This is an optimization exercise on Yosys and OpenROAD, whose aim is small area, not a production implementation.
Only simulation tests tie the RTL to the original design; equivalence was not proved.

==> flow/design.v (excerpt) <==
module rv32i_core (
    input  logic        clk,
    input  logic        reset_i,
    input  logic        imem_ready_i,
    input  logic [31:0] imem_data_i,
    output logic [31:0] imem_addr_o,
    output logic        commit_valid_o,
    output logic [31:0] commit_pc_o,
    output logic [4:0]  commit_rd_o,
    output logic        commit_reg_write_o,
    output logic [31:0] commit_wdata_o,
    output logic        commit_mem_write_o,
    output logic [31:0] commit_store_addr_o,
    output logic [31:0] commit_store_data_o
);
Size in the first run: roughly 3300 cells after synthesis, roughly 1100 flip-flops, roughly 200 I/O pins, about 0.038 mm² of cells after synthesis.
Settings: LEC_CHECK=0, CAP_MARGIN=20, CORE_MARGIN=2, CORE_UTILIZATION=40, PLACE_DENSITY=0.7, SETUP_SLACK_MARGIN=0.1, SLEW_MARGIN=20; clock period 8.0 ns.
standard.sh (not shown) runs the stock make flow with config.mk's settings and CLKGATE_MAP_FILE= SYNTH_SCRIPT=/design/flow/synth_recipe.tcl, a recipe that flattens the netlist after the stock synthesis.
==> flow/flow/run.sh <==
#!/bin/bash
# Layout flow: the standard flow (standard.sh), with these changes:
#  - synthesis maps the logic with an area-oriented ABC script (flow/abc_area.script);
#    registers are mapped before ABC runs, so they are the standard synthesis's;
#  - port buffers are the smallest buffer cell;
#  - clock tree: small clock buffers, larger sink clusters, no dummy loads.
# Each tool's output goes to a log file in this folder (flow_*.log) and under orfs/logs.
set -euo pipefail
here=$(pwd)
rm -rf "$here/scripts_copy"
cp -r "$FLOW_HOME/scripts" "$here/scripts_copy"
cp "$here/flow/abc_area.script" "$here/scripts_copy/abc_speed.script"
export SCRIPTS_DIR="$here/scripts_copy"
export BUFFER_PORTS_ARGS="-buffer_cell sky130_fd_sc_hd__buf_1"
export CTS_ARGS="-sink_clustering_enable -repair_clock_nets -dont_use_dummy_load -buf_list {sky130_fd_sc_hd__clkbuf_8} -sink_clustering_size 16 -sink_clustering_max_diameter 50"
bash standard.sh synth > "$here/flow_synth.log" 2>&1
bash standard.sh > "$here/flow_layout.log" 2>&1
==> flow/flow/abc_area.script <==
&get -n
&st
&syn2
&dch
&nf -R 1000
&st
&dch
&nf -R 1000
&put
Rerun with:
--- a/flow/flow/run.sh
+++ b/flow/flow/run.sh
@@ -14,3 +14,3 @@
 export BUFFER_PORTS_ARGS="-buffer_cell sky130_fd_sc_hd__buf_1"
-export CTS_ARGS="-sink_clustering_enable -repair_clock_nets -dont_use_dummy_load -buf_list {sky130_fd_sc_hd__clkbuf_8} -sink_clustering_size 16 -sink_clustering_max_diameter 50"
+export CTS_ARGS="-sink_clustering_enable -repair_clock_nets -dont_use_dummy_load -root_buf sky130_fd_sc_hd__clkbuf_16 -buf_list {sky130_fd_sc_hd__clkbuf_4 sky130_fd_sc_hd__clkbuf_8} -sink_clustering_buffer sky130_fd_sc_hd__clkbuf_4 -sink_clustering_size 10 -sink_clustering_max_diameter 40"
 bash standard.sh synth > "$here/flow_synth.log" 2>&1
- PLACE_DENSITY: 0.7 -> not set
- SETUP_SLACK_MARGIN: 0.1 -> 0.2
Core utilization fell by 0.22 points.
Synthesized area stays the same.
Setup slack improved by 150 ps.
Rerun with:
--- a/flow/flow/run.sh
+++ b/flow/flow/run.sh
@@ -14,3 +14,3 @@
 export BUFFER_PORTS_ARGS="-buffer_cell sky130_fd_sc_hd__buf_1"
-export CTS_ARGS="-sink_clustering_enable -repair_clock_nets -dont_use_dummy_load -root_buf sky130_fd_sc_hd__clkbuf_16 -buf_list {sky130_fd_sc_hd__clkbuf_4 sky130_fd_sc_hd__clkbuf_8} -sink_clustering_buffer sky130_fd_sc_hd__clkbuf_4 -sink_clustering_size 10 -sink_clustering_max_diameter 40"
+export CTS_ARGS="-sink_clustering_enable -repair_clock_nets -dont_use_dummy_load -buf_list {sky130_fd_sc_hd__clkbuf_8} -sink_clustering_size 16 -sink_clustering_max_diameter 50"
 bash standard.sh synth > "$here/flow_synth.log" 2>&1
=> First-iteration DRC count fell by 0.49%; hold slack gets better by 5.1 ps; synthesized cell count is unchanged; die area is unchanged; fmax stays flat.
Rerun with:
--- a/flow/flow/run.sh
+++ b/flow/flow/run.sh
@@ -14,3 +14,3 @@
 export BUFFER_PORTS_ARGS="-buffer_cell sky130_fd_sc_hd__buf_1"
-export CTS_ARGS="-sink_clustering_enable -repair_clock_nets -dont_use_dummy_load -buf_list {sky130_fd_sc_hd__clkbuf_8} -sink_clustering_size 16 -sink_clustering_max_diameter 50"
+export CTS_ARGS="-sink_clustering_enable -repair_clock_nets -dont_use_dummy_load -root_buf sky130_fd_sc_hd__clkbuf_16 -buf_list {sky130_fd_sc_hd__clkbuf_4 sky130_fd_sc_hd__clkbuf_8} -sink_clustering_buffer sky130_fd_sc_hd__clkbuf_4 -sink_clustering_size 10 -sink_clustering_max_diameter 40"
 bash standard.sh synth > "$here/flow_synth.log" 2>&1
- SETUP_SLACK_MARGIN: 0.2 -> 0.15
Result: Area after synthesis does not change; worst hold slack degrades by 6.7 ps; via count came out higher by 0.73%; clock-buffer cell count came out higher by 44; design area came out lower by 0.52%; setup slack degrades by 25 ps; utilization came out lower by 0.25 points; routed wire length came out lower by 0.39%; non-clock buffer count came out higher by 1; cell count came out higher by 0.80%.

[port drivers added, routing unchanged]
No port has a modelled driver above. Below, the same layouts with a new extraction and two added sets of constraints. Step 1, drivers: a clkbuf_16 drives clk and a buf_2 each remaining input, both assumed. Step 2 moves the port delays by t, midway between the first and last clock arrival at a register: inputs arrive t later, outputs are due t later. That takes back most of the time a late clock gives input paths. a / b / c = ideal / step 1 / step 2; a / b = the first two.
run | t (ns) | slack for setup (ns) | pins driven straight from the clock port
the first run | 0.832 | 0.116 / 0.054 / 0.886 | 1
the second run | 0.763 | 0.270 / 0.199 / 0.962 | 1
the third run | 0.861 | 0.251 / 0.183 / 1.044 | 1
the fourth run | 0.755 | 0.226 / 0.154 / 0.909 | 1
After both steps setup and hold are still met in every run listed.
